What follows belongs to an exercise in optimizing a design on an open flow for a short achievable clock period and few clock cycles; a production flow would make more cautious choices. Only simulation tests tie the RTL to the original design; equivalence was not proved. Power figures rest on the tool's default switching activity, not on a simulated workload.

`design/flow/run.sh`:
```
#!/bin/bash
# synth_recipe.tcl (not shown) runs the flow's synth.tcl, then flattens the netlist and writes it again
# the make line also repeats each setting of config.mk as NAME=value (left out here)
make -C /OpenROAD-flow-scripts/flow DESIGN_CONFIG=/design/flow/config.mk WORK_HOME=/design/flow/orfs CLKGATE_MAP_FILE= SYNTH_SCRIPT=/design/flow/synth_recipe.tcl finish
```
`design/flow/config.mk`:
```
export PLATFORM = sky130hd
export DESIGN_NAME = rvCoreTop
export DESIGN_NICKNAME = rvCoreTop
export VERILOG_FILES = /design/flow/design.v
export SDC_FILE = /design/flow/constraint.sdc
export NUM_CORES = 4
export LEC_CHECK = 0
export ABC_CLOCK_PERIOD_IN_PS = 3000
export CAP_MARGIN = 20
export CORE_MARGIN = 2
export CORE_UTILIZATION = 55
export SETUP_SLACK_MARGIN = 5
export SLEW_MARGIN = 20
export TNS_END_PERCENT = 100
```
`design/flow/constraint.sdc`:
```
create_clock -name core_clock -period 10.0 [get_ports {clk}]
set_input_delay 2.0000 -clock core_clock [delete_from_list [all_inputs] [get_ports {clk}]]
set_output_delay 2.0000 -clock core_clock [all_outputs]
set_load 0.01 [all_outputs]
```
`design/flow/design.v`:
```
`default_nettype none
package rvPkg;
  typedef enum logic [6:0] {
    OpImm  = 7'b0010011,
    OpReg  = 7'b0110011,
    Branch = 7'b1100011,
    Lui    = 7'b0110111,
    Auipc  = 7'b0010111,
    Jal    = 7'b1101111,
    Jalr   = 7'b1100111,
    Load   = 7'b0000011,
    Store  = 7'b0100011
  } opcode_e;
  typedef enum logic [3:0] {
    Add = 4'h0,
    Sub = 4'h1,
    Or  = 4'h2,
    Xor = 4'h3,
    And = 4'h4,
    LtU = 4'h5,
    LtS = 4'h6,
    SrU = 4'h7,
    SrS = 4'h8,
    Sl  = 4'h9,
    GeU = 4'hB,
    GeS = 4'hC,
    Eq  = 4'hD,
    Ne  = 4'hE
  } aluOp_e;
  typedef enum logic [2:0] {
    Fetch,
    Decode,
    Execute,
    Writeback,
    Memory,
    Redirect
  } ctrlState_e;
  typedef struct packed {
    opcode_e                  opcode;
    logic [2:0]               funct3;
    logic                     funct7b5;
    logic [4-1:0]  rd;
    logic [4-1:0]  rs1;
    logic [4-1:0]  rs2;
    logic [32-1:0]      imm;       
  } decodedInstr_t;
  typedef struct packed {
    logic                 cyc;
    logic                 stb;
    logic                 we;
    logic [32-1:0]  adr;
    logic [32-1:0]  datW;
    logic [3:0]           sel;
  } wbReq_t;
  typedef struct packed {
    logic [32-1:0]  datR;
    logic                 ack;
  } wbResp_t;
  typedef struct packed {
    logic                 valid;
    logic                 isStore;
    logic [2:0]           funct3;
    logic [32-1:0]  address;   
    logic [32-1:0]  storeData;
  } memCmd_t;
  typedef struct packed {
    logic                 load;
    logic [32-1:0]  target;
  } pcCmd_t;
endpackage
`default_nettype wire
`timescale 1ns/1ps
`default_nettype none
module rvCoreTop (
  input  wire         clk,
  input  wire         reset,
  output wire         wb_cyc,
  output wire         wb_stb,
  output wire         wb_we,
  output wire [31:0]  wb_adr,
  output wire [31:0]  wb_dat_w,
  output wire [3:0]   wb_sel,
  input  wire [31:0]  wb_dat_r,
  input  wire         wb_ack,
  output wire [63:0]  retired_count
);
  localparam logic [6:0] OP_IMM = 7'b0010011;
  localparam logic [6:0] OP_REG = 7'b0110011;
  localparam logic [6:0] OP_BR  = 7'b1100011;
  localparam logic [6:0] OP_LUI = 7'b0110111;
  localparam logic [6:0] OP_AUI = 7'b0010111;
  localparam logic [6:0] OP_JAL = 7'b1101111;
  localparam logic [6:0] OP_JLR = 7'b1100111;
  localparam logic [6:0] OP_LD  = 7'b0000011;
  localparam logic [6:0] OP_ST  = 7'b0100011;
  logic        bCyc;
  logic        bWe;
  logic        bFetch;         
  logic        bLive;          
  logic        bLoad;          
  logic        bNew;           
  logic [31:2] bAdr;
  logic [31:0] bDat;
  logic [3:0]  bSel;
  logic [31:2] fPc;            
  logic        fBlock;         
  logic [31:0] q0;
  logic [31:0] q1;
  logic        qv0;
  logic        qv1;
  logic [31:2] dPc;            
  logic        dRedDone;       
  logic        eValid;
  logic        eMem;
  logic        eLoad;
  logic        eStore;
  logic        eJalr;
  logic        eBr;
  logic        ePredT;
  logic        eWr;
  logic [3:0]  eRd;
  logic [2:0]  eF3;
  logic [31:0] eX;
  logic [31:0] eY;
  logic [31:0] eR1;
  logic [31:0] eImm;
  logic [31:0] eSd;
  logic [31:2] eTgt;           
  logic [31:2] eSeq;           
  logic [15:1] eWrOh;          
  logic [31:0] eYa;            
  logic        eCin;           
  logic        eArith, eSlt, eSltu, eSll, eSr, eSra, eXor, eOr, eAnd;
  logic        missR;          
  logic [31:2] missTgt;        
  logic        retInc;         
  logic        ldPend;         
  logic [3:0]  ldRd;
  logic [2:0]  ldF3;
  logic [1:0]  ldOff;
  logic        wbValid;        
  logic [3:0]  wbRd;
  logic [2:0]  wbF3;
  logic [1:0]  wbOff;
  logic [31:0] rdat;
  logic [31:0] regs [1:15];
  logic [63:0] retired;
  logic busFree;
  logic ackFetch;
  logic ackLoad;
  assign busFree  = !bCyc || wb_ack;
  assign ackFetch = wb_ack && bLive;
  assign ackLoad  = wb_ack && bLoad;
  logic [6:0]  dOp;
  logic [2:0]  dF3;
  logic [3:0]  dRs1;
  logic [3:0]  dRs2;
  logic [3:0]  dRd;
  logic        dUse1;
  logic        dUse2;
  logic        dWr;
  logic [31:0] immI, immS, immB, immU, immJ;
  logic [31:0] rv1;
  logic [31:0] rv2;
  logic        dHazard;
  logic        dAdvance;
  logic        dIsBr;
  logic        dIsJal;
  logic        dJump;          
  logic        dRedirect;
  logic        dPredT;
  logic [31:0] dOpnd;          
  logic [31:2] dSeq;
  logic [31:2] dTgtJ;
  logic [31:2] dTgtB;
  logic [31:2] dTarget;
  assign dOp  = q0[6:0];
  assign dF3  = q0[14:12];
  assign dRs1 = q0[18:15];
  assign dRs2 = q0[23:20];
  assign dRd  = q0[10:7];
  assign immI = {{20{q0[31]}}, q0[31:20]};
  assign immS = {{20{q0[31]}}, q0[31:25], q0[11:7]};
  assign immB = {{19{q0[31]}}, q0[31], q0[7], q0[30:25], q0[11:8], 1'b0};
  assign immU = {q0[31:12], 12'b0};
  assign immJ = {{11{q0[31]}}, q0[31], q0[19:12], q0[20], q0[30:21], 1'b0};
  assign dIsBr  = (dOp == OP_BR);
  assign dIsJal = (dOp == OP_JAL);
  assign dUse1  = !((dOp == OP_LUI) || (dOp == OP_AUI) || (dOp == OP_JAL)) && (dRs1 != 4'd0);
  assign dUse2  = ((dOp == OP_REG) || (dOp == OP_BR) || (dOp == OP_ST)) && (dRs2 != 4'd0);
  assign dWr    = !((dOp == OP_BR) || (dOp == OP_ST)) && (dRd != 4'd0);
  assign rv1 = (dRs1 == 4'd0) ? 32'd0 : regs[dRs1];
  assign rv2 = (dRs2 == 4'd0) ? 32'd0 : regs[dRs2];
  assign dOpnd = (dOp == OP_REG || dOp == OP_BR) ? rv2 : immI;
  function automatic logic busyReg(input logic [3:0] r);
    busyReg = (eValid && eWr && eRd == r) || (ldPend && ldRd == r) || (wbValid && wbRd == r);
  endfunction
  assign dHazard = (dUse1 && busyReg(dRs1)) || (dUse2 && busyReg(dRs2)) ||
                   (dWr && ((ldPend && ldRd == dRd) || (eValid && eLoad && eRd == dRd)));
  assign dPredT    = q0[31] || q0[12];
  assign dJump     = dIsJal || (dIsBr && dPredT);
  assign dAdvance  = qv0 && !dHazard && !(eValid && eMem) && !missR;
  assign dRedirect = qv0 && dJump && !dRedDone && !missR;
  assign dSeq    = dPc + 30'd1;
  assign dTgtJ   = dPc + immJ[31:2];
  assign dTgtB   = dPc + immB[31:2];
  assign dTarget = q0[3] ? dTgtJ : dTgtB;
  logic [31:0] eAddr;
  logic [31:0] eResult;
  logic [31:0] eSum;
  logic        eCout;
  logic [31:0] eSrOut;
  logic [4:0]  shamt;
  logic [3:0]  eSelV;
  logic [31:0] eDatV;
  logic        eDone;
  logic        memIssue;
  logic        brTaken;
  logic        eMiss;          
  logic        eLive;          
  logic        eMemGo;         
  logic        eJalrGo;
  assign eAddr = eR1 + eImm;
  assign {eCout, eSum} = {1'b0, eX} + {1'b0, eYa} + {32'd0, eCin};
  assign shamt  = eY[4:0];
  assign eSrOut = 32'($signed({eSra && eX[31], eX}) >>> shamt);
  always_comb
  begin
    eResult = 32'd0;
    if (eArith) eResult = eResult | eSum;
    if (eSlt)   eResult = eResult | {31'd0, (eX[31] != eY[31]) ? eX[31] : eSum[31]};
    if (eSltu)  eResult = eResult | {31'd0, !eCout};
    if (eSll)   eResult = eResult | (eX << shamt);
    if (eSr)    eResult = eResult | eSrOut;
    if (eXor)   eResult = eResult | (eX ^ eY);
    if (eOr)    eResult = eResult | (eX | eY);
    if (eAnd)   eResult = eResult | (eX & eY);
  end
  always_comb
  begin
    case (eF3[1:0])
      2'd0:    eSelV = 4'b0001 << eAddr[1:0];
      2'd1:    eSelV = eAddr[1] ? 4'b1100 : 4'b0011;
      default: eSelV = 4'b1111;
    endcase
    case (eF3[1:0])
      2'd0:    eDatV = {4{eSd[7:0]}};
      2'd1:    eDatV = {2{eSd[15:0]}};
      default: eDatV = eSd;
    endcase
  end
  always_comb
  begin
    case (eF3)
      3'd0:    brTaken = (eX == eY);
      3'd1:    brTaken = (eX != eY);
      3'd4:    brTaken = ($signed(eX) < $signed(eY));
      3'd5:    brTaken = !($signed(eX) < $signed(eY));
      3'd6:    brTaken = (eX < eY);
      default: brTaken = !(eX < eY);
    endcase
  end
  assign eLive    = eValid && !missR;
  assign eMemGo   = eLive && eMem;
  assign memIssue = eMemGo && busFree;
  assign eDone    = eLive && (!eMem || busFree);
  assign eMiss    = eLive && eBr && (brTaken != ePredT);
  assign eJalrGo  = eLive && eJalr;
  logic        redirect;
  logic [31:2] rTarget;
  logic [31:2] fAddr;
  logic        qRoomIdle;      
  logic        qRoomAck;       
  logic        fetchGo;
  logic        ctlAck;         
  assign ctlAck = wb_dat_r[6] && !(!wb_dat_r[2] && !wb_dat_r[31] && !wb_dat_r[12]);
  assign redirect  = dRedirect || eJalrGo || missR;
  assign rTarget   = missR ? missTgt : eJalrGo ? eAddr[31:2] : dTarget;
  assign fAddr     = redirect ? rTarget : fPc;
  assign qRoomIdle = !qv1 || dAdvance;
  assign qRoomAck  = !qv0 || (dAdvance && !qv1);
  always_comb
  begin
    if (redirect)
      fetchGo = 1'b1;
    else if (fBlock)
      fetchGo = 1'b0;
    else if (ackFetch)
      fetchGo = qRoomAck && !ctlAck;
    else
      fetchGo = qRoomIdle;
  end
  always_ff @(posedge clk)
  begin
    if (reset)
    begin
      bCyc     <= 1'b0;
      bWe      <= 1'b0;
      bFetch   <= 1'b0;
      bLive    <= 1'b0;
      bLoad    <= 1'b0;
      bNew     <= 1'b0;
      fPc      <= 30'd0;
      fBlock   <= 1'b0;
      qv0      <= 1'b0;
      qv1      <= 1'b0;
      dPc      <= 30'd0;
      dRedDone <= 1'b0;
      eValid   <= 1'b0;
      ldPend   <= 1'b0;
      wbValid  <= 1'b0;
      missR    <= 1'b0;
      retInc   <= 1'b0;
      retired  <= 64'd0;
    end
    else
    begin
      if (busFree)
      begin
        if (eMemGo)
        begin
          bCyc   <= 1'b1;
          bWe    <= eStore;
          bFetch <= 1'b0;
          bLive  <= 1'b0;
          bLoad  <= eLoad;
          bNew   <= 1'b1;
        end
        else if (fetchGo)
        begin
          bCyc   <= 1'b1;
          bWe    <= 1'b0;
          bFetch <= 1'b1;
          bLive  <= 1'b1;
          bLoad  <= 1'b0;
          bNew   <= 1'b1;
        end
        else
        begin
          bCyc   <= 1'b0;
          bWe    <= 1'b0;
          bFetch <= 1'b0;
          bLive  <= 1'b0;
          bLoad  <= 1'b0;
          bNew   <= 1'b0;
        end
      end
      else
      begin
        bNew <= 1'b0;
        if (missR)
          bLive <= 1'b0;    
      end
      if (redirect)
        fPc <= rTarget;
      else if (bNew && bFetch)
        fPc <= bAdr + 30'd1;
      if (redirect)
        fBlock <= 1'b0;
      else if (ackFetch && ctlAck)
        fBlock <= 1'b1;
      if (missR)
      begin
        qv0 <= 1'b0;
        qv1 <= 1'b0;
      end
      else if (dAdvance)
      begin
        qv0 <= qv1 || ackFetch;
        qv1 <= qv1 && ackFetch;
      end
      else
      begin
        qv0 <= qv0 || ackFetch;
        qv1 <= qv1 || (qv0 && ackFetch);
      end
      if (missR || eJalrGo)
        dPc <= rTarget;
      else if (dAdvance)
        dPc <= dJump ? dTarget : dSeq;
      if (dAdvance || missR)
        dRedDone <= 1'b0;
      else if (dRedirect)
        dRedDone <= 1'b1;
      if (dAdvance)
        eValid <= 1'b1;
      else if (eDone || missR)
        eValid <= 1'b0;
      missR  <= eMiss;
      retInc <= eDone;
      if (memIssue && eLoad)
        ldPend <= 1'b1;
      else if (ackLoad)
        ldPend <= 1'b0;
      wbValid <= ackLoad;
      if (retInc)
        retired <= retired + 64'd1;
    end
  end
  always_ff @(posedge clk)
  begin
    if (dAdvance)
    begin
      if (qv1)
        q0 <= q1;
      else if (ackFetch)
        q0 <= wb_dat_r;
      if (ackFetch)
        q1 <= wb_dat_r;
    end
    else
    begin
      if (ackFetch && !qv0)
        q0 <= wb_dat_r;
      if (ackFetch && qv0)
        q1 <= wb_dat_r;
    end
  end
  always_ff @(posedge clk)
  begin
    if (busFree)
    begin
      if (eMemGo)
      begin
        bAdr <= eAddr[31:2];
        bSel <= eSelV;
      end
      else
      begin
        bAdr <= fAddr;
        bSel <= 4'hf;
      end
    end
    if (memIssue)
      bDat <= eDatV;
  end
  always_ff @(posedge clk)
  begin
    if (dAdvance)
    begin
      eMem   <= (dOp == OP_LD) || (dOp == OP_ST);
      eLoad  <= (dOp == OP_LD);
      eStore <= (dOp == OP_ST);
      eJalr  <= (dOp == OP_JLR);
      eBr    <= dIsBr;
      ePredT <= dPredT;
      eTgt   <= dTgtB;
      eSeq   <= dSeq;
      eWr    <= dWr;
      eRd    <= dRd;
      eF3    <= dF3;
      eR1    <= rv1;
      eImm   <= (dOp == OP_ST) ? immS : immI;
      eSd    <= rv2;
      for (int i = 1; i < 16; i++)
        eWrOh[i] <= dWr && (dOp != OP_LD) && (dRd == 4'(i));
      eArith <= 1'b0;
      eSlt   <= 1'b0;
      eSltu  <= 1'b0;
      eSll   <= 1'b0;
      eSr    <= 1'b0;
      eSra   <= 1'b0;
      eXor   <= 1'b0;
      eOr    <= 1'b0;
      eAnd   <= 1'b0;
      eCin   <= 1'b0;
      eX     <= rv1;
      eY     <= dOpnd;
      eYa    <= dOpnd;
      case (dOp)
        OP_IMM, OP_REG:
        begin
          case (dF3)
            3'd0:
            begin
              eArith <= 1'b1;
              if (dOp == OP_REG && q0[30])
              begin
                eYa  <= ~dOpnd;
                eCin <= 1'b1;
              end
            end
            3'd1: eSll <= 1'b1;
            3'd2:
            begin
              eSlt <= 1'b1;
              eYa  <= ~dOpnd;
              eCin <= 1'b1;
            end
            3'd3:
            begin
              eSltu <= 1'b1;
              eYa   <= ~dOpnd;
              eCin  <= 1'b1;
            end
            3'd4: eXor <= 1'b1;
            3'd5:
            begin
              eSr  <= 1'b1;
              eSra <= q0[30];
            end
            3'd6: eOr  <= 1'b1;
            default: eAnd <= 1'b1;
          endcase
        end
        OP_LUI:
        begin
          eArith <= 1'b1;
          eX     <= 32'd0;
          eYa    <= immU;
        end
        OP_AUI:
        begin
          eArith <= 1'b1;
          eX     <= {dPc, 2'b00};
          eYa    <= immU;
        end
        OP_JAL, OP_JLR:
        begin
          eArith <= 1'b1;
          eX     <= {dSeq, 2'b00};
          eYa    <= 32'd0;
        end
        default: ;
      endcase
    end
  end
  logic [31:0] wbLane;
  logic [31:0] wbVal;
  assign wbLane = rdat >> {wbOff, 3'b000};
  always_comb
  begin
    case (wbF3)
      3'b000:  wbVal = {{24{wbLane[7]}}, wbLane[7:0]};
      3'b001:  wbVal = {{16{wbLane[15]}}, wbLane[15:0]};
      3'b100:  wbVal = {24'b0, wbLane[7:0]};
      3'b101:  wbVal = {16'b0, wbLane[15:0]};
      default: wbVal = wbLane;
    endcase
  end
  always_ff @(posedge clk)
  begin
    rdat    <= wb_dat_r;
    missTgt <= ePredT ? eSeq : eTgt;
    if (memIssue && eLoad)
    begin
      ldRd  <= eRd;
      ldF3  <= eF3;
      ldOff <= eAddr[1:0];
    end
    if (ackLoad)
    begin
      wbRd  <= ldRd;
      wbF3  <= ldF3;
      wbOff <= ldOff;
    end
  end
  always_ff @(posedge clk)
  begin
    for (int i = 1; i < 16; i++)
    begin
      if (wbValid && wbRd == 4'(i))
        regs[i] <= wbVal;
      else if (eLive && eWrOh[i])
        regs[i] <= eResult;
    end
  end
  assign wb_cyc        = bCyc;
  assign wb_stb        = bCyc;
  assign wb_we         = bWe;
  assign wb_adr        = {bAdr, 2'b00};
  assign wb_dat_w      = bDat;
  assign wb_sel        = bSel;
  assign retired_count = retired;
endmodule
`default_nettype wire
```
==> summary.txt, run 1 <==
Run status
  • Outcome: finished clean

Power and ir drop
  • Clk pwr share: 36.8%
  • Reg power frac: 45.3%
  • Static leakage: around 27 nW
  • Pwr/cell area: 169 mW/mm2
  • Cell Int Power: 0.00847 W
  • Sw Share: around 30%
  • Comb power frac: 17.9%
  • Total power: 0.0121 W
  • Net Sw Power: approximately 0.0036 W
  • Peak supply drop: 0.176 mV

Yosys
  • Cell area after synthesis: about 0.064 mm2
  • Sequential share of the synthesized area: roughly 48%
  • FF+latch count, synth: 1100
  • Async SR Flop Fraction: 0%
  • Ys flop type: edfxtp_1
  • Mapped Avg Cell Area: 10.4 um2
  • Netlist cell types: ~100
  • Synth warnings: 34
  • Cells after synthesis: 6171
  • Count of flip-flops with a built-in enable after synthesis: 899

STA
  • Slew of the pin with the lowest slew margin: 1250 ps
  • RSZ-0062 raised after global routing: false
  • Final Skew: 68.2 ps
  • Crit share post-route: 49.7%
  • Final min period: 4970 ps
  • Slew HR: 16.1%
  • Setup violators final: 0
  • Final-report hold violation count: 0
  • Slew Viols, Final: 0
  • Fmax: 0.201 GHz
  • Setup TNS Final: 0 ps

Clock network
  • Total CTS buffers: 117
  • Root buffer cell: clkbuf_16
  • CTS tree: done
  • Worst skew pair latency: slightly below 800 ps
  • Longest Clk Path Bufs: 3
  • Clock Sinks: 1100
  • Setup Buffers After CTS: 0
  • # H-tree levels: 3
  • Post-CTS Hold Fix Bufs: 0
  • Worst-path clk slew: roughly 60 ps
  • Post-CTS Resized: 0

Layout
  • Most frequent cells in the layout: edfxtp_1 (899), nor2_1 (533), a21oi_1 (530), nand2_1 (458), mux2i_1 (340)
  • Layout area overhead: 11.8%
  • Nets: 6401
  • Commonest non-fill, non-tap cell in the layout: edfxtp_1
  • Layout cells sized above 1: 10.8%

Worst hold path
  • Worst hold path type: flip-flop to flip-flop
  • Hold Crit Depth: 2

Detailed routing
  • Post-DRT Antenna Nets: 0
  • Initial DRC Count: 10500
  • Routed wire length: 275000 um
  • DR vias: 56500
  • Post-route DRC: 0
  • Wire length per cell: between 30 and 40 um
  • DR pass1 iterations: 11
  • Vias per cell: 7.26

Run
  • Max_cap viols: 0

Setup path
  • Worst Reg-to-Reg Cells: 10
  • Critical Path Fanout Max: 32
  • Crit path kind: flip-flop to flip-flop
  • Critical path required time: 10500 ps
  • Crit end category: flip-flop
  • Startpoint type of the worst setup path: flip-flop
  • WP data arrival: 5470 ps

Die
  • Die height: 345 um
  • I/O Pins: 170
  • Die Span X: 345 um
  • Total core area: between 0.1 and 0.15 mm2
  • Cell Rows: 125
  • Initial core utilization: between 50% and 60%
  • Die area: 0.119 mm2

Global route
  • Largest net degree at the start of global routing: 185
  • GR Util All Layers: 44.8%
  • First-pass GRT wire length: 385000 um
  • Number of global-route vias before repair: 52900
  • GRT overflow: 0
  • Antenna violations before repair: 12

Place
  • GP Congestion: roughly 1.0
  • Input/output buffers: 167
  • Post-DP HPWL: between 150000 and 200000 um
[worst paths after layout]
path	start	to	slack (ps)
max	q0[20]	eYa[11]	5030
min	bLoad	bLoad	470
max reg2reg	q0[20]	eYa[11]	5030
min reg2reg	bLoad	bLoad	470
[synthesized netlist by cell type, types with 48 or more instances]
cell      count  area share, %
edfxtp_1    899             42
nor2_1      556            3.3
a21oi_1     541            4.2
nand2_1     486            2.8
clkbuf_1    366            2.1
mux2i_1     340            5.3
o21ai_0     281            2.2
a22oi_1     275            3.2
ha_1        203            4.0
dfxtp_1     201            6.3
inv_1       182            1.1
nand3_1     134            1.0
xor2_1      133            1.8
mux2_2      121            2.1
nor3_1      109           0.85
xnor2_1     107            1.5
a222oi_1     82            1.3
nand4_1      75           0.73
buf_2        74           0.58
a31oi_1      66           0.65
o21a_1       58           0.68
a221oi_1     52           0.71
and4_1       51           0.70
a22o_1       49           0.67
a211oi_1     48           0.56
[layout make-up]
class,count,area (um2)
diodes,11,27.5
inverters,183,687
fillers,9641,44200
multi-input cells,4411,31000
flip-flops and latches,1100,31000
clock buffers,147,3100
clock inverters,66,758
well taps,1524,1910
repair buffers,345,3040
[flip-flops by register name, summed over array words and instances, names as in the netlist, 32 cells and up]
name     count
eSd         32
eX          32
eR1         32
rdat        32
regs       480
bDat        32
eYa         32
eY          32
q0          32
retired     64
q1          32
[worst max-delay path, stage by stage (launching register included)]
cell and delay, ps:
edfxtp_1 1030, buf_4 660, nand2_1 380, nor3_2 200
buf_4 640, a222oi_1 250, nand3_1 130, nor2_1 60
a21oi_1 850, mux2_2 380, o21ai_0 90
[cell families after synthesis]
group / after synthesis / share of synthesized area [%]
DFF: 1100 / 48.5
xor gates and xnor gates: 240 / 3.28
and+or+nand+nor: 1649 / 11.9
adders and majority gates: 208 / 4.12
buffers and inverters: 661 / 4.16
AOI/OAI and AO/OA: 1802 / 18.9
muxes: 510 / 9.19
other: 1 / 0.00586
[routing by layer]
layer	track usage (%)	vias to the layer above	routed length [um]
li1	-	23400	-
met1	57.3	27000	97500
met2	65.3	4830	115000
met3	15.0	1284	40600
met4	28.4	16	22000
met5	0	-	107
[power groups by stage]
| stage | combinational [W] | sequential, W | clock (W) |
|---|---|---|---|
| final | 0.00216 | 0.00547 | 0.00445 |
| after CTS | 0.00205 | 0.00546 | 0.00446 |
| after global routing | 0.00225 | 0.00548 | 0.00462 |
| after floorplan | 0.00125 | 0.00546 | 0 |
| after global placement | 0.00202 | 0.00555 | 0 |
| after detailed placement | 0.00204 | 0.00555 | 0 |
[per-stage QoR]
stage | area, um2 | utilization (%) | worst slack, ps | std cells | hold slack, ps
6_report | 71600 | 61.8 | 5030 | 7787 | 467
5_1_grt | 71500 | 61.8 | 5040 | 7778 | 480
4_1_cts | 71400 | 61.7 | 5370 | 7771 | 467
3_5_place_dp | 67600 | 58.4 | 5400 | 7558 | 457
3_3_place_gp | 67600 | 58.4 | 5410 | 7558 | 450
2_1_floorplan | 64200 | - | 3000 | 6172 | 400
Testbench counts, summed over its fixed seeds: cycles 73,930.
==> run 2: changes to the inputs <==
==> design/flow/flow/run.sh (new file) <==
#!/bin/bash
set -euo pipefail
cd "$(dirname "$0")/.."
bash standard.sh SETUP_SLACK_MARGIN=6.5 finish > standard_flow.log 2>&1
==> design/flow/standard.sh (new file) <==
#!/bin/bash
# synth_recipe.tcl (not shown) runs the flow's synth.tcl, then flattens the netlist and writes it again
# the make line also repeats each setting of config.mk as NAME=value (left out here)
make -C /OpenROAD-flow-scripts/flow DESIGN_CONFIG=/design/flow/config.mk WORK_HOME=/design/flow/orfs CLKGATE_MAP_FILE= SYNTH_SCRIPT=/design/flow/synth_recipe.tcl "${@:-finish}"
--- a/design/flow/config.mk
+++ b/design/flow/config.mk
@@ -8,7 +8,7 @@
 export ABC_CLOCK_PERIOD_IN_PS = 3000
 export CAP_MARGIN = 20
 export CORE_MARGIN = 2
-export CORE_UTILIZATION = 55
+export CORE_UTILIZATION = 40
 export SETUP_SLACK_MARGIN = 5
 export SLEW_MARGIN = 20
 export TNS_END_PERCENT = 100
removed: design/flow/run.sh
==> summary.txt, run 2 <==
Place
  • Post-DP HPWL: around 190000 um
  • Input/output buffers: 167
  • GP Congestion: around 1.0

Yosys
  • Largest cells by area after synthesis: edfxtp_1 (42%), dfxtp_1 (6.3%), mux2i_1 (5.3%), a21oi_1 (4.2%), ha_1 (4.0%)
  • Yosys top cell area share: 42.2%
  • Cells after synthesis: 6171
  • Count of flip-flops with a built-in enable after synthesis: 899
  • Async SR Flop Fraction: 0%
  • List of most frequent post-synthesis cells: edfxtp_1 (899), nor2_1 (556), a21oi_1 (541)
  • Cell area after synthesis: 0.0640 mm2
  • Mapped Avg Cell Area: 10.4 um2
  • Cell taking the most area after synthesis: edfxtp_1
  • Sequential share of the synthesized area: 48.5%
  • Ys flop type: edfxtp_1
  • Synth warnings: 34
  • Netlist cell types: 104
  • FF+latch count, synth: 1100
  • Most common cell in the netlist: edfxtp_1

STA
  • Fmax: 0.277 GHz
  • Final Skew: 78.9 ps
  • Final-report hold violation count: 0
  • Setup TNS Final: 0 ps
  • Crit share post-route: a little over a third
  • Final min period: 3610 ps
  • Slew Viols, Final: 0
  • Slew of the pin with the lowest slew margin: 1310 ps
  • Setup violators final: 0
  • Slew HR: 12.3%
  • RSZ-0062 raised after global routing: true

Power and ir drop
  • Static leakage: 28.6 nW
  • Pwr/cell area: 165 mW/mm2
  • Peak supply drop: 0.167 mV
  • Total power: 0.0125 W

Detailed routing
  • DR vias: 57600
  • Wire length per cell: 34.5 um
  • Initial DRC Count: 10400
  • Post-route DRC: 0
  • Post-DRT Antenna Nets: 0
  • Vias per cell: 6.70
  • DR pass1 iterations: 12
  • Routed wire length: 296000 um

Layout
  • Layout area overhead: 18.7%
  • FF/Latch Area: 0.0311 mm2
  • Layout cells sized above 1: between 10% and 20%
  • Most flops, register: regs
  • Multi-input gate area in the final layout: between 0.03 and 0.04 mm2
  • Top flop regs: regs: 480 flops, retired: 64 flops
  • FILL cells: 14600
  • Max reg flops: 480
  • Nets: between 6000 and 7000
  • Commonest non-fill, non-tap cell in the layout: edfxtp_1
  • Most frequent cells in the layout: edfxtp_1 (899), nor2_1 (526), a21oi_1 (507), nand2_1 (455), buf_4 (346)

Die
  • Total core area: 0.159 mm2
  • Initial core utilization: between 40% and 50%
  • I/O Pins: 170
  • Die area: 0.163 mm2
  • Die height: 404 um
  • Cell Rows: approximately 150
  • Die Span X: about 400 um

Global route
  • Largest net degree at the start of global routing: 162
  • Number of global-route vias before repair: approximately 53000
  • First-pass GRT wire length: 405000 um
  • GR Util All Layers: 34.8%
  • GRT overflow: 0
  • Antenna violations before repair: 24

Setup path
  • Crit path kind: flip-flop to flip-flop
  • Critical Path Fanout Max: 32
  • Crit end category: flip-flop
  • Startpoint type of the worst setup path: flip-flop
  • Critical path required time: 10440 ps
  • WP data arrival: roughly 4000 ps

Clock network
  • Worst-path clk slew: 60 ps
  • Post-CTS Hold Fix Bufs: 0
  • Clock Sinks: 1100
  • Total CTS buffers: ~120
  • Longest Clk Path Bufs: 3
  • Root buffer cell: clkbuf_16
  • Worst skew pair latency: 810 ps
  • CTS tree: done
  • # H-tree levels: 3

Worst hold path
  • Worst hold path type: flip-flop to flip-flop

Run
  • Max_cap viols: 0

Run status
  • Outcome: finished clean
[run 2: changes by cell type in the layout (fill, tap and decap cells not counted), sizes merged, moves of 2 or more]
cell	before	now
dlygate4sd2	0	82
buf	178	424
clkinv	48	43
bufbuf	0	3
clkdlybuf4s15	0	39
clkinvlp	5	12
nor2	556	558
clkbuf	148	163
clkdlybuf4s50	166	33
[run 2: area by class of cell]
type | instances | share of cell area (%)
diodes | 11 | 0.0362
multi-input cells | 4416 | 42.5
clock buffers | 150 | 4.16
clock inverters | 68 | 0.988
well taps | 2072 | 3.41
repair buffers | 594 | 7.11
inverters | 183 | 0.914
flip-flops and latches | 1100 | 40.9
[run 2: per-stage QoR]
stage,util (%),cell area [um2],setup slack (ps),cells,hold WS (ps)
5_1_grt,47.9,76000,6400,8585,480
3_3_place_gp,43.1,68400,5360,8134,451
6_report,47.9,76000,6390,8594,467
3_5_place_dp,43.2,68500,5530,8140,457
2_1_floorplan,-,64200,3000,6172,400
4_1_cts,46.9,74400,6380,8494,470
[run 2: power breakdown]
group	internal [W]	switching, W	leakage, nW
logic	0.000894	0.00172	16.9
registers	0.00525	0.000138	9.81
clock network	0.00253	0.00201	1.89
[run 2: cells by family (layout without fill, tap and decap cells)]
group	count (synthesis)	count (layout)	synth area share, %
muxes	510	510	9.19
other	1	13	0.00586
and+or+nand+nor	1649	1652	11.9
adders and majority gates	208	208	4.12
buffers and inverters	661	995	4.16
xor gates and xnor gates	240	240	3.28
DFF	1100	1100	48.5
AOI/OAI and AO/OA	1802	1804	18.9
[run 2: worst paths after layout]
check	slack, ps	startpoint	endpoint	cells after the start
setup / recovery	6390	q0[15]	eX[11]	10
setup reg to reg	6390	q0[15]	eX[11]	10
hold reg to reg	470	eTgt[26]	missTgt[26]	1
hold / removal	470	eTgt[26]	missTgt[26]	1
[run 2: worst max-delay path, stage by stage, from the launching register on]
cell and delay [ps]:
edfxtp_1 440, buf_12 200, nand2_2 180, nor2_4 30
buf_4 360, a22oi_1 250, and4_1 230, a31oi_1 90
buf_4 210, a222oi_1 1060, inv_1 120
[run 2: routing by layer]
metal  GRT usage [%]  routed length [um]  vias to the layer above
met5               0                 268                        -
met4            21.0               22600                       29
met3            12.3               42700                     1144
met2            50.4              123000                     4551
met1            44.3              108000                    27900
li1                -                   -                    23900
[run 2: timing repair]
item	in CTS	in global routing
pin swaps	41	54
buffers inserted	129	81
endpoints found under the setup margin	1123	668
gates cloned	7	7
resized for setup	414	188
==> run 3: changes to the inputs <==
--- a/design/flow/design.v
+++ b/design/flow/design.v
@@ -104,10 +104,18 @@
   logic [3:0]  bSel;
   logic [31:2] fPc;            
   logic        fBlock;         
+  logic        hitR;           
+  localparam int BTB_N = 4;
+  logic [BTB_N-1:0] btbV;
+  logic [31:2]      btbPc  [BTB_N];
+  logic [31:2]      btbTgt [BTB_N];
+  logic [1:0]       btbPtr;
   logic [31:0] q0;
   logic [31:0] q1;
   logic        qv0;
   logic        qv1;
+  logic        q0b;            
+  logic        q1b;
   logic [31:2] dPc;            
   logic        dRedDone;       
   logic        eValid;
@@ -134,6 +142,15 @@
   logic        missR;          
   logic [31:2] missTgt;        
   logic        retInc;         
+  logic [15:1] wOh;            
+  logic [3:0]  wRd;
+  logic [31:0] wRes;           
+  logic [31:0] wSum;           
+  logic [31:0] wShl;
+  logic [31:0] wShr;
+  logic [31:0] wLog;
+  logic        wCmp;
+  logic        wSelSum, wSelShl, wSelShr, wSelLog, wSelCmp;
   logic        ldPend;         
   logic [3:0]  ldRd;
   logic [2:0]  ldF3;
@@ -189,8 +206,8 @@
   assign dUse1  = !((dOp == OP_LUI) || (dOp == OP_AUI) || (dOp == OP_JAL)) && (dRs1 != 4'd0);
   assign dUse2  = ((dOp == OP_REG) || (dOp == OP_BR) || (dOp == OP_ST)) && (dRs2 != 4'd0);
   assign dWr    = !((dOp == OP_BR) || (dOp == OP_ST)) && (dRd != 4'd0);
-  assign rv1 = (dRs1 == 4'd0) ? 32'd0 : regs[dRs1];
-  assign rv2 = (dRs2 == 4'd0) ? 32'd0 : regs[dRs2];
+  assign rv1 = (dRs1 == 4'd0) ? 32'd0 : (wOh != 15'd0 && wRd == dRs1) ? wRes : regs[dRs1];
+  assign rv2 = (dRs2 == 4'd0) ? 32'd0 : (wOh != 15'd0 && wRd == dRs2) ? wRes : regs[dRs2];
   assign dOpnd = (dOp == OP_REG || dOp == OP_BR) ? rv2 : immI;
   function automatic logic busyReg(input logic [3:0] r);
     busyReg = (eValid && eWr && eRd == r) || (ldPend && ldRd == r) || (wbValid && wbRd == r);
@@ -200,13 +217,14 @@
   assign dPredT    = q0[31] || q0[12];
   assign dJump     = dIsJal || (dIsBr && dPredT);
   assign dAdvance  = qv0 && !dHazard && !(eValid && eMem) && !missR;
-  assign dRedirect = qv0 && dJump && !dRedDone && !missR;
+  assign dRedirect = qv0 && dJump && !dRedDone && !q0b && !missR;
   assign dSeq    = dPc + 30'd1;
   assign dTgtJ   = dPc + immJ[31:2];
   assign dTgtB   = dPc + immB[31:2];
   assign dTarget = q0[3] ? dTgtJ : dTgtB;
   logic [31:0] eAddr;
-  logic [31:0] eResult;
+  logic [31:0] eLog;
+  logic        eCmp;
   logic [31:0] eSum;
   logic        eCout;
   logic [31:0] eSrOut;
@@ -224,17 +242,16 @@
   assign {eCout, eSum} = {1'b0, eX} + {1'b0, eYa} + {32'd0, eCin};
   assign shamt  = eY[4:0];
   assign eSrOut = 32'($signed({eSra && eX[31], eX}) >>> shamt);
+  assign eCmp = eSlt ? ((eX[31] != eY[31]) ? eX[31] : eSum[31]) : !eCout;
+  assign eLog = eXor ? (eX ^ eY) : eOr ? (eX | eY) : (eX & eY);
   always_comb
   begin
-    eResult = 32'd0;
-    if (eArith) eResult = eResult | eSum;
-    if (eSlt)   eResult = eResult | {31'd0, (eX[31] != eY[31]) ? eX[31] : eSum[31]};
-    if (eSltu)  eResult = eResult | {31'd0, !eCout};
-    if (eSll)   eResult = eResult | (eX << shamt);
-    if (eSr)    eResult = eResult | eSrOut;
-    if (eXor)   eResult = eResult | (eX ^ eY);
-    if (eOr)    eResult = eResult | (eX | eY);
-    if (eAnd)   eResult = eResult | (eX & eY);
+    wRes = 32'd0;
+    if (wSelSum) wRes = wRes | wSum;
+    if (wSelShl) wRes = wRes | wShl;
+    if (wSelShr) wRes = wRes | wShr;
+    if (wSelLog) wRes = wRes | wLog;
+    if (wSelCmp) wRes = wRes | {31'd0, wCmp};
   end
   always_comb
   begin
@@ -274,6 +291,21 @@
   logic        fetchGo;
   logic        ctlAck;         
   assign ctlAck = wb_dat_r[6] && !(!wb_dat_r[2] && !wb_dat_r[31] && !wb_dat_r[12]);
+  logic        btbHit;
+  logic [31:2] fNext;          
+  always_comb
+  begin
+    btbHit = 1'b0;
+    fNext  = bAdr + 30'd1;
+    for (int i = 0; i < BTB_N; i++)
+    begin
+      if (btbV[i] && btbPc[i] == bAdr)
+      begin
+        btbHit = 1'b1;
+        fNext  = btbTgt[i];
+      end
+    end
+  end
   assign redirect  = dRedirect || eJalrGo || missR;
   assign rTarget   = missR ? missTgt : eJalrGo ? eAddr[31:2] : dTarget;
   assign fAddr     = redirect ? rTarget : fPc;
@@ -286,7 +318,7 @@
     else if (fBlock)
       fetchGo = 1'b0;
     else if (ackFetch)
-      fetchGo = qRoomAck && !ctlAck;
+      fetchGo = qRoomAck && !(ctlAck && !hitR);
     else
       fetchGo = qRoomIdle;
   end
@@ -302,6 +334,9 @@
       bNew     <= 1'b0;
       fPc      <= 30'd0;
       fBlock   <= 1'b0;
+      hitR     <= 1'b0;
+      btbV     <= '0;
+      btbPtr   <= 2'd0;
       qv0      <= 1'b0;
       qv1      <= 1'b0;
       dPc      <= 30'd0;
@@ -312,6 +347,7 @@
       missR    <= 1'b0;
       retInc   <= 1'b0;
       retired  <= 64'd0;
+      wOh      <= 15'd0;
     end
     else
     begin
@@ -354,10 +390,17 @@
       if (redirect)
         fPc <= rTarget;
       else if (bNew && bFetch)
-        fPc <= bAdr + 30'd1;
+        fPc <= fNext;
+      if (bNew)
+        hitR <= bFetch && btbHit;
+      if (dRedirect)
+      begin
+        btbV[btbPtr] <= 1'b1;
+        btbPtr       <= btbPtr + 2'd1;
+      end
       if (redirect)
         fBlock <= 1'b0;
-      else if (ackFetch && ctlAck)
+      else if (ackFetch && ctlAck && !hitR)
         fBlock <= 1'b1;
       if (missR)
       begin
@@ -388,6 +431,7 @@
         eValid <= 1'b0;
       missR  <= eMiss;
       retInc <= eDone;
+      wOh    <= eLive ? eWrOh : 15'd0;
       if (memIssue && eLoad)
         ldPend <= 1'b1;
       else if (ackLoad)
@@ -402,41 +446,70 @@
     if (dAdvance)
     begin
       if (qv1)
-        q0 <= q1;
+      begin
+        q0  <= q1;
+        q0b <= q1b;
+      end
       else if (ackFetch)
-        q0 <= wb_dat_r;
+      begin
+        q0  <= wb_dat_r;
+        q0b <= hitR;
+      end
       if (ackFetch)
-        q1 <= wb_dat_r;
+      begin
+        q1  <= wb_dat_r;
+        q1b <= hitR;
+      end
     end
     else
     begin
       if (ackFetch && !qv0)
-        q0 <= wb_dat_r;
+      begin
+        q0  <= wb_dat_r;
+        q0b <= hitR;
+      end
       if (ackFetch && qv0)
-        q1 <= wb_dat_r;
+      begin
+        q1  <= wb_dat_r;
+        q1b <= hitR;
+      end
+    end
+    if (dRedirect)
+    begin
+      btbPc[btbPtr]  <= dPc;
+      btbTgt[btbPtr] <= dTarget;
     end
   end
   always_ff @(posedge clk)
   begin
-    if (busFree)
+    if (reset)
     begin
-      if (eMemGo)
-      begin
-        bAdr <= eAddr[31:2];
-        bSel <= eSelV;
-      end
-      else
+      bAdr <= 30'd0;
+      bSel <= 4'h0;
+      bDat <= 32'd0;
+    end
+    else
+    begin
+      if (busFree)
       begin
-        bAdr <= fAddr;
-        bSel <= 4'hf;
+        if (eMemGo)
+        begin
+          bAdr <= eAddr[31:2];
+          bSel <= eSelV;
+        end
+        else
+        begin
+          bAdr <= fAddr;
+          bSel <= 4'hf;
+        end
       end
+      if (memIssue)
+        bDat <= eDatV;
     end
-    if (memIssue)
-      bDat <= eDatV;
   end
   always_ff @(posedge clk)
   begin
-    if (dAdvance)
+    if (!(eValid && eMem))
     begin
       eMem   <= (dOp == OP_LD) || (dOp == OP_ST);
       eLoad  <= (dOp == OP_LD);
@@ -541,6 +614,17 @@
   always_ff @(posedge clk)
   begin
     rdat    <= wb_dat_r;
+    wSum    <= eSum;
+    wShl    <= eX << shamt;
+    wShr    <= eSrOut;
+    wLog    <= eLog;
+    wCmp    <= eCmp;
+    wSelSum <= eArith;
+    wSelShl <= eSll;
+    wSelShr <= eSr;
+    wSelLog <= eXor || eOr || eAnd;
+    wSelCmp <= eSlt || eSltu;
+    wRd     <= eRd;
     missTgt <= ePredT ? eSeq : eTgt;
     if (memIssue && eLoad)
     begin
@@ -561,8 +645,8 @@
     begin
       if (wbValid && wbRd == 4'(i))
         regs[i] <= wbVal;
-      else if (eLive && eWrOh[i])
-        regs[i] <= eResult;
+      else if (wOh[i])
+        regs[i] <= wRes;
     end
   end
   assign wb_cyc        = bCyc;
==> design/flow/flow/run.sh (replaced) <==
#!/bin/bash
set -euo pipefail
cd "$(dirname "$0")/.."
bash standard.sh SETUP_SLACK_MARGIN=7 finish > standard_flow.log 2>&1
==> summary.txt, run 3 <==
Run status
  • Outcome: finished clean

STA
  • Final Skew: between 50 and 60 ps
  • Slew HR: 15.2%
  • Setup ws final: around 6500 ps
  • Final min period: approximately 3500 ps
  • RSZ-0062 raised after global routing: true
  • Setup violators final: 0
  • Slew Viols, Final: 0
  • Slew of the pin with the lowest slew margin: 1270 ps
  • Crit share post-route: between 30% and 40%
  • Final-report hold violation count: 0
  • Setup TNS Final: 0 ps
  • Fmax: 0.289 GHz

Setup path
  • Crit end category: flip-flop
  • WP depth: 16
  • Worst r2r src: q0[22]
  • Crit path kind: flip-flop to flip-flop
  • Critical Path Fanout Max: 7
  • Reg2reg end: eYa[22]
  • CP dominant cell by count: buf_6
  • Sum of buffers and inverters on the critical path: 7
  • Worst Reg-to-Reg Cells: 16
  • Origin of the worst setup path: q0[22]
  • Crit-path cells: buf_12 -> buf_8 -> buf_6 -> buf_6 -> nand2b_4 -> nor3_4 -> buf_6 -> buf_16 -> buf_4 -> a21oi_1 -> nand4_1 -> o221ai_2 -> a21oi_4 -> a21o_1 -> nor2_1 -> a221o_1
  • WP data arrival: 4050 ps
  • Max stage delay on crit path: around 410 ps
  • Startpoint type of the worst setup path: flip-flop
  • Slowest stage cell, crit path: edfxtp_1
  • Delay-heaviest family, CP: buffers and inverters
  • Crit path to: eYa[22]
  • Critical path required time: between 10000 and 15000 ps
  • R2R setup slack: 6550 ps

Clock network
  • Worst-path clk slew: about 60 ps
  • Worst skew pair latency: between 800 and 900 ps
  • Root buffer cell: clkbuf_16
  • Total CTS buffers: approximately 160
  • Longest Clk Path Bufs: 3
  • Post-CTS Hold Fix Bufs: 0
  • Clock Sinks: 1502
  • # H-tree levels: 4
  • CTS tree: done

Yosys
  • Synth Area in Compound Gates: 17.8%
  • Count of flip-flops with a built-in enable after synthesis: between 1000 and 1500
  • Cell taking the most area after synthesis: edfxtp_1
  • Main combinational cell family by area after synthesis: compound AO/OA/AOI/OAI gates
  • Synth Area in XOR/XNOR: 4.34%
  • Multiplexer share of the synthesized area: 5.51%
  • Cell area after synthesis: 0.0777 mm2
  • Cells after synthesis: 7423
  • List of most frequent post-synthesis cells: edfxtp_1 (1075), nor2_1 (796), a21oi_1 (680)
  • Synth Area in Simple Gates: 12.2%
  • Largest cells by area after synthesis: edfxtp_1 (42%), dfxtp_1 (11%), a21oi_1 (4.4%), nor2_1 (3.8%), a22oi_1 (3.7%)
  • Sequential share of the synthesized area: 52.5%
  • Yosys top cell area share: 41.5%
  • Synth warnings: 34
  • Async SR Flop Fraction: 0%
  • Most common cell in the netlist: edfxtp_1
  • FF+latch count, synth: 1502
  • Netlist cell types: 111
  • Ys flop type: edfxtp_1
  • Mapped Avg Cell Area: 10.5 um2
  • Adder-cell share of the synthesized area: 3.49%

Layout
  • Util after Layout: a little over half
  • Most flops, register: regs
  • Top flop regs: regs: 480 flops, btbPc: 120 flops, btbTgt: 120 flops
  • Layout cells sized above 1: between 30 and 40%
  • Max reg flops: 480
  • FILL cells: 16000
  • Non-filler cells, final: 10800
  • Commonest non-fill, non-tap cell in the layout: edfxtp_1
  • Most frequent cells in the layout: edfxtp_1 (1075), nor2_1 (729), buf_4 (605), a21oi_1 (576), nand2_1 (474)
  • Nets: 8392
  • Layout area overhead: 33.5%

Run
  • Max_cap viols: 0

Global route
  • Antenna violations before repair: 23
  • Number of global-route vias before repair: 66000
  • First-pass GRT wire length: 501000 um
  • Largest net degree at the start of global routing: 138
  • GR Util All Layers: between 30% and 40%
  • GRT overflow: 0

Die
  • Total core area: 0.193 mm2
  • Die area: about 0.20 mm2
  • Die Span X: around 440 um
  • Cell Rows: ~160
  • Die height: 445 um
  • I/O Pins: 170
  • Initial core utilization: 40.3%

Place
  • GP Congestion: 1.02
  • Post-place setup slack: between 4000 and 5000 ps
  • Cells after DPL: 9680
  • Input/output buffers: approximately 170
  • Post-DP HPWL: 212000 um

Power and ir drop
  • Pwr/cell area: 165 mW/mm2
  • Static leakage: about 40 nW
  • Peak supply drop: 0.152 mV
  • Total power: around 0.017 W

Detailed routing
  • DR vias: 72400
  • Post-DRT Antenna Nets: 0
  • DR pass1 iterations: 15
  • Post-route DRC: 0
  • Routed wire length: 382000 um
  • Vias per cell: 6.69
  • Wire length per cell: 35.3 um
  • Initial DRC Count: 13000

Worst hold path
  • Worst hold path type: flip-flop to flip-flop
## run 3: worst min-delay path by stage
stage               slack (ps)  startpoint       to  depth (start not counted)
finish                     350      eArith  wSelSum                          0
global route               360      eArith  wSelSum                          0
CTS                        350         eSr  wSelShr                          0
detailed placement         330         eSr  wSelShr                          0
global placement           330        eSll  wSelShl                          0
floorplan                  320        eSll  wSelShl                          0
## run 3: report_power, final
group          switching [W]  internal, W  total (W)
combinational        0.00215      0.00146    0.00361
sequential          0.000239      0.00698    0.00722
clock                0.00277      0.00353    0.00630
total                0.00516       0.0120     0.0171
## run 3: logic make-up (layout without fill, tap and decap cells)
kind of cell | after synthesis | in the layout
compound gates | 2098 | 2098
buf+inv | 767 | 1601
simple gates | 2075 | 2099
fa+ha+maj | 214 | 214
flops | 1502 | 1502
other cells | 1 | 22
mux | 382 | 382
xor+xnor | 384 | 384
## run 3: stage by stage
step,instance area (um2),hold WS [ps]
after detailed placement,82000,332
after global routing,104000,358
after global placement,82000,326
final,104000,348
after CTS,98300,347
after floorplan,78000,323
## run 3: cell type report
class / instances / area, um2 / share of cell area [%]
diodes: 20 / 50.0 / 0.0482
well taps: 2526 / 3160 / 3.05
clock buffers: 225 / 4650 / 4.48
inverters: 157 / 618 / 0.596
clock inverters: 80 / 828 / 0.798
repair buffers: 1139 / 12900 / 12.4
flip-flops and latches: 1502 / 41200 / 39.8
multi-input cells: 5179 / 40300 / 38.9
## run 3: worst register-to-register path: stages (launching register included)
cell,delay [ps]
edfxtp_1,410
buf_12,170
buf_8,140
buf_6,120
buf_6,110
nand2b_4,170
nor3_4,180
buf_6,240
buf_16,190
buf_4,240
a21oi_1,110
nand4_1,150
o221ai_2,150
a21oi_4,310
a21o_1,220
nor2_1,60
a221o_1,260
## run 3: per-layer routing
layer	vias to the layer above	GRT usage (%)	part of all wire, %
met5	-	0.122	0.10
met4	24	28.8	11
met3	2132	11.8	14
met2	6303	52.7	42
met1	34800	41.6	33
li1	29200	-	-
## run 3: repair_timing
item / 4_1_cts / 5_1_grt
gates cloned: 58 / 28
setup endpoints to repair: 1679 / 978
gates resized for setup: 1871 / 564
pin swaps: 317 / 417
setup buffers: 499 / 237
Testbench counts of run 3, summed over its fixed seeds: cycles 72,947.
==> run 4: changes to the inputs <==
--- a/design/flow/design.v
+++ b/design/flow/design.v
@@ -140,6 +140,7 @@
   logic        eCin;           
   logic        eArith, eSlt, eSltu, eSll, eSr, eSra, eXor, eOr, eAnd;
   logic        missR;          
+  logic [31:0] eXorV;          
   logic [31:2] missTgt;        
   logic        retInc;         
   logic [15:1] wOh;            
@@ -217,7 +218,7 @@
   assign dPredT    = q0[31] || q0[12];
   assign dJump     = dIsJal || (dIsBr && dPredT);
   assign dAdvance  = qv0 && !dHazard && !(eValid && eMem) && !missR;
-  assign dRedirect = qv0 && dJump && !dRedDone && !q0b && !missR;
+  assign dRedirect = qv0 && dJump && !dRedDone && !q0b && !missR && !missNow;
   assign dSeq    = dPc + 30'd1;
   assign dTgtJ   = dPc + immJ[31:2];
   assign dTgtB   = dPc + immB[31:2];
@@ -235,6 +236,9 @@
   logic        memIssue;
   logic        brTaken;
   logic        eMiss;          
+  logic        missNow;        
+  logic        eEqT;           
+  logic        flush;          
   logic        eLive;          
   logic        eMemGo;         
   logic        eJalrGo;
@@ -281,7 +285,10 @@
   assign eMemGo   = eLive && eMem;
   assign memIssue = eMemGo && busFree;
   assign eDone    = eLive && (!eMem || busFree);
-  assign eMiss    = eLive && eBr && (brTaken != ePredT);
+  assign eEqT     = eF3[0] ? (eXorV != 32'd0) : (eXorV == 32'd0);
+  assign missNow  = eLive && eBr && (eF3[2:1] == 2'b00) && (eEqT != ePredT);
+  assign eMiss    = eLive && eBr && (eF3[2:1] != 2'b00) && (brTaken != ePredT);
+  assign flush    = missR || missNow;
   assign eJalrGo  = eLive && eJalr;
   logic        redirect;
   logic [31:2] rTarget;
@@ -306,9 +313,38 @@
       end
     end
   end
-  assign redirect  = dRedirect || eJalrGo || missR;
-  assign rTarget   = missR ? missTgt : eJalrGo ? eAddr[31:2] : dTarget;
+  assign redirect  = dRedirect || eJalrGo || flush;
+  assign rTarget   = missR ? missTgt : missNow ? (ePredT ? eSeq : eTgt) :
+                     eJalrGo ? eAddr[31:2] : dTarget;
   assign fAddr     = redirect ? rTarget : fPc;
+  logic [31:2] regTgt;         
+  logic        selJalr;
+  logic        selEA;          
+  logic        selDT;          
+  logic [31:2] bAdrNext;
+  logic [31:2] fPcNext;
+  logic [31:2] fPcOther;
+  logic [31:2] dPcNext;
+  logic [31:2] dPcOther;
+  logic        dPcLoad;
+  assign regTgt   = missR ? missTgt : (ePredT ? eSeq : eTgt);
+  assign selJalr  = eJalrGo && !flush;
+  assign selEA    = eMemGo || selJalr;
+  assign selDT    = dRedirect && !eJalrGo;
+  assign bAdrNext = selEA ? eAddr[31:2] : selDT ? dTarget : flush ? regTgt : fPc;
+  assign fPcOther = flush ? regTgt : fNext;
+  assign fPcNext  = selDT ? dTarget : selJalr ? eAddr[31:2] : fPcOther;
+  assign dPcOther = flush ? regTgt : dSeq;
+  assign dPcLoad  = flush || eJalrGo || dAdvance;
+  always_comb
+  begin
+    if (!flush && eJalrGo)
+      dPcNext = eAddr[31:2];
+    else if (!flush && dJump)
+      dPcNext = dTarget;
+    else
+      dPcNext = dPcOther;
+  end
   assign qRoomIdle = !qv1 || dAdvance;
   assign qRoomAck  = !qv0 || (dAdvance && !qv1);
   always_comb
@@ -384,13 +420,11 @@
       else
       begin
         bNew <= 1'b0;
-        if (missR)
+        if (flush)
           bLive <= 1'b0;    
       end
-      if (redirect)
-        fPc <= rTarget;
-      else if (bNew && bFetch)
-        fPc <= fNext;
+      if (redirect || (bNew && bFetch))
+        fPc <= fPcNext;
       if (bNew)
         hitR <= bFetch && btbHit;
       if (dRedirect)
@@ -402,7 +436,7 @@
         fBlock <= 1'b0;
       else if (ackFetch && ctlAck && !hitR)
         fBlock <= 1'b1;
-      if (missR)
+      if (flush)
       begin
         qv0 <= 1'b0;
         qv1 <= 1'b0;
@@ -417,16 +451,14 @@
         qv0 <= qv0 || ackFetch;
         qv1 <= qv1 || (qv0 && ackFetch);
       end
-      if (missR || eJalrGo)
-        dPc <= rTarget;
-      else if (dAdvance)
-        dPc <= dJump ? dTarget : dSeq;
-      if (dAdvance || missR)
+      if (dPcLoad)
+        dPc <= dPcNext;
+      if (dAdvance || flush)
         dRedDone <= 1'b0;
       else if (dRedirect)
         dRedDone <= 1'b1;
       if (dAdvance)
-        eValid <= 1'b1;
+        eValid <= !missNow;
       else if (eDone || missR)
         eValid <= 1'b0;
       missR  <= eMiss;
@@ -492,16 +524,8 @@
     begin
       if (busFree)
       begin
-        if (eMemGo)
-        begin
-          bAdr <= eAddr[31:2];
-          bSel <= eSelV;
-        end
-        else
-        begin
-          bAdr <= fAddr;
-          bSel <= 4'hf;
-        end
+        bAdr <= bAdrNext;
+        bSel <= eMemGo ? eSelV : 4'hf;
       end
       if (memIssue)
         bDat <= eDatV;
@@ -525,6 +549,7 @@
       eR1    <= rv1;
       eImm   <= (dOp == OP_ST) ? immS : immI;
       eSd    <= rv2;
+      eXorV  <= rv1 ^ rv2;
       for (int i = 1; i < 16; i++)
         eWrOh[i] <= dWr && (dOp != OP_LD) && (dRd == 4'(i));
       eArith <= 1'b0;
==> summary.txt, run 4 <==
Setup path
  • Crit end category: flip-flop
  • Crit path kind: flip-flop to flip-flop
  • Reg2reg end: dPc[30]
  • Slowest stage cell, crit path: a211oi_1
  • Critical path required time: 10790 ps
  • CP dominant cell by count: a21o_1
  • Startpoint type of the worst setup path: flip-flop
  • Worst r2r src: q0[31]
  • Max stage delay on crit path: 510 ps
  • Worst Reg-to-Reg Cells: 14
  • WP data arrival: approximately 4400 ps
  • Crit path to: dPc[30]
  • Origin of the worst setup path: q0[31]
  • Crit-path cells: buf_6 -> buf_12 -> buf_12 -> ha_4 -> a21o_1 -> a21o_1 -> a21o_1 -> a31oi_1 -> o21ai_2 -> a211oi_1 -> nand3_4 -> buf_4 -> o21ai_4 -> a31o_2
  • R2R setup slack: around 6400 ps
  • Critical Path Fanout Max: 7

Yosys
  • Yosys top cell area share: 41.8%
  • Netlist cell types: 89
  • Cell taking the most area after synthesis: edfxtp_1
  • Async SR Flop Fraction: 0%
  • Cell area after synthesis: 0.0796 mm2
  • Largest cells by area after synthesis: edfxtp_1 (42%), dfxtp_1 (11%), a21oi_1 (4.1%), nor2_1 (3.9%), a22oi_1 (3.7%)
  • Sequential share of the synthesized area: 52.5%
  • FF+latch count, synth: 1534
  • Cells after synthesis: 7654
  • Count of flip-flops with a built-in enable after synthesis: 1107
  • Ys flop type: edfxtp_1
  • List of most frequent post-synthesis cells: edfxtp_1 (1107), nor2_1 (824), a21oi_1 (652)
  • Mapped Avg Cell Area: 10.4 um2
  • Most common cell in the netlist: edfxtp_1
  • Synth warnings: 34

Power and ir drop
  • Pwr/cell area: 160 mW/mm2
  • Net Sw Power: around 0.0051 W
  • Clk pwr share: 38.1%
  • Peak supply drop: 0.188 mV
  • Sw Share: 29.3%
  • Static leakage: 41.5 nW
  • Cell Int Power: roughly 0.012 W
  • Comb power frac: between 10% and 20%
  • Reg power frac: 42.8%

STA
  • Final-report hold violation count: 0
  • Setup ws final: approximately 6400 ps
  • RSZ-0062 raised after global routing: true
  • Setup violators final: 0
  • Slew HR: roughly a fifth
  • Final Skew: about 52 ps
  • Fmax: 0.281 GHz
  • Slew of the pin with the lowest slew margin: 1210 ps
  • Slew Viols, Final: 0
  • Setup TNS Final: 0 ps
  • Crit share post-route: 35.6%
  • Final min period: around 3600 ps

Layout
  • Layout cells sized above 1: a little under a third
  • Most flops, register: regs
  • Top flop regs: regs: 480 flops, btbPc: 120 flops, btbTgt: 120 flops
  • Max reg flops: 480
  • Nets: 8790
  • Layout Cell Area excl Fill: 0.108 mm2
  • Commonest non-fill, non-tap cell in the layout: edfxtp_1
  • Multi-input gate area in the final layout: 0.0414 mm2
  • Most frequent cells in the layout: edfxtp_1 (1107), nor2_1 (758), buf_4 (689), a21oi_1 (544), nand2_1 (500)
  • FILL cells: 16200
  • FF/Latch Area: 0.0422 mm2
  • Layout area overhead: 35.6%
  • Util after Layout: 54.6%

Detailed routing
  • Post-route DRC: 0
  • Initial DRC Count: 14900
  • Wire length per cell: roughly 35 um
  • Routed wire length: 395000 um
  • DR pass1 iterations: 14
  • Post-DRT Antenna Nets: 0
  • Vias per cell: 6.67
  • DR vias: roughly 76000

Clock network
  • # H-tree levels: 4
  • Longest Clk Path Bufs: 3
  • Total CTS buffers: around 170
  • Root buffer cell: clkbuf_16
  • Worst-path clk slew: 60 ps
  • Clock Sinks: roughly 1500
  • CTS tree: done
  • Worst skew pair latency: 860 ps
  • Post-CTS Hold Fix Bufs: 0

Run
  • Max_cap viols: 0

Global route
  • Largest net degree at the start of global routing: 82
  • First-pass GRT wire length: around 520000 um
  • Antenna violations before repair: 17
  • GRT overflow: 0
  • Number of global-route vias before repair: 68500
  • GR Util All Layers: 35.5%

Place
  • Input/output buffers: between 150 and 200
  • Post-DP Area: about 0.084 mm2
  • Post-place setup slack: between 5000 and 6000 ps
  • Post-DP HPWL: 219000 um
  • GP Congestion: 0.973

Die
  • Initial core utilization: 40.3%
  • I/O Pins: 170
  • Total core area: 0.198 mm2
  • Die height: 450 um
  • Cell Rows: 163
  • Die Span X: 450 um
  • Die area: 0.203 mm2

Worst hold path
  • Worst hold path type: flip-flop to flip-flop

Run status
  • Outcome: finished clean
==> run 4: metrics by stage <==
step | std cells | hold WS [ps] | power (W)
floorplan | 7655 | 323 | 0.00874
global placement | 10000 | 328 | 0.00967
detailed placement | 10000 | 329 | 0.00969
global route | 11300 | 352 | 0.0176
CTS | 11000 | 342 | 0.0167
finish | 11300 | 341 | 0.0173
==> run 4: power groups by stage <==
stage,Sequential [W],Clock (W),Combinational (W)
after global placement,0.00760,0,0.00208
after CTS,0.00738,0.00655,0.00277
after detailed placement,0.00760,0,0.00209
final,0.00739,0.00658,0.00328
after global routing,0.00740,0.00681,0.00336
after floorplan,0.00740,0,0.00134
==> run 4: kinds of logic (layout without fill, tap and decap cells) <==
kind of cell | Yosys count | after routing | share of synthesized area [%]
XOR/XNOR | 402 | 402 | 4.54
AND/OR/NAND/NOR | 2211 | 2227 | 12.6
other | 1 | 18 | 0.00471
multiplexers | 396 | 396 | 5.57
adder cells (fa/ha/maj) | 214 | 214 | 3.41
flip-flops | 1534 | 1534 | 52.5
AO/OA/AOI/OAI | 2107 | 2108 | 17.4
buffers and inverters | 789 | 1801 | 3.96
==> run 4: layout make-up <==
cell class	instances	area share, %
Tap cell	2640	3.06
Sequential cell	1534	39.1
Multi-Input combinational cell	5349	38.4
Clock inverter	101	1.10
Inverter	173	0.632
Clock buffer	212	4.17
Antenna cell	16	0.0371
Timing Repair Buffer	1315	13.6
==> run 4: worst min-delay path by stage <==
stage	startpoint	endpoint	slack, ps	cells after the start
after floorplan	eSll	wSelShl	320	0
after global placement	eSll	wSelShl	330	0
after detailed placement	eSr	wSelShr	330	0
after CTS	eSr	wSelShr	340	0
after global routing	eArith	wSelSum	350	0
final	eSr	wSelShr	340	0
==> run 4: critical path: cells and delay by family, from the launching register on <==
family,cells,cell delay [ps]
adders and majority gates,1,300
buffers and inverters,4,630
AOI/OAI and AO/OA,8,1950
and+or+nand+nor,1,200
DFF,1,410
==> run 4: what timing repair did <==
action,CTS,global route
setup endpoints to repair,1653,950
pin swaps,367,433
endpoints found under the hold margin,0,0
gates resized for setup,1978,625
setup buffers,574,305
gates cloned,53,36
==> run 4: layer usage <==
| layer | global-route usage (%) | wire (um) | share of wire (%) |
|---|---|---|---|
| met3 | 10.9 | 54900 | 14 |
| met2 | 52.6 | 165000 | 42 |
| met4 | 27.2 | 40800 | 10 |
| met1 | 43.2 | 134000 | 34 |
| met5 | 0.0237 | 308 | 0.078 |
Testbench counts of run 4, summed over its fixed seeds: cycles 72,251.

-- separate check: timing with driven ports --
How much do the figures lean on ideal ports? The routed layouts below were timed once more, with nothing changed but the port constraints.
Step 1: set_driving_cell puts a clkbuf_16 on clk and a buf_2 on each other input, an assumption about the parent block.
Step 2 adds t to the input delays and takes it off the output delays; t is the mean of the earliest and latest rising clock arrival at the registers after step 1. Input paths then give back, and output paths get back, about the clock's delay inside the block.
Three values: ideal, step 1, step 2; two values: the first two.
run	t (ns)	setup WS [ns]	worst setup path at the end	clock arrival spread, ns	worst register clock-pin slew, ns
run 1	0.822	5.031 / 5.031 / 5.031	register to register	0.070 / 0.070	0.08 / 0.08
run 2	0.852	6.391 / 6.391 / 5.732	input to register	0.079 / 0.079	0.07 / 0.07
run 3	0.928	6.545 / 6.453 / 5.840	input to register	0.055 / 0.055	0.07 / 0.07
run 4	0.932	6.441 / 6.441 / 5.962	input to register	0.053 / 0.054	0.07 / 0.07
After both steps setup and hold are still met in every run listed. For run 3, which loses most, drivers alone change the setup slack by -0.092 ns; drivers and shift together by -0.705 ns.
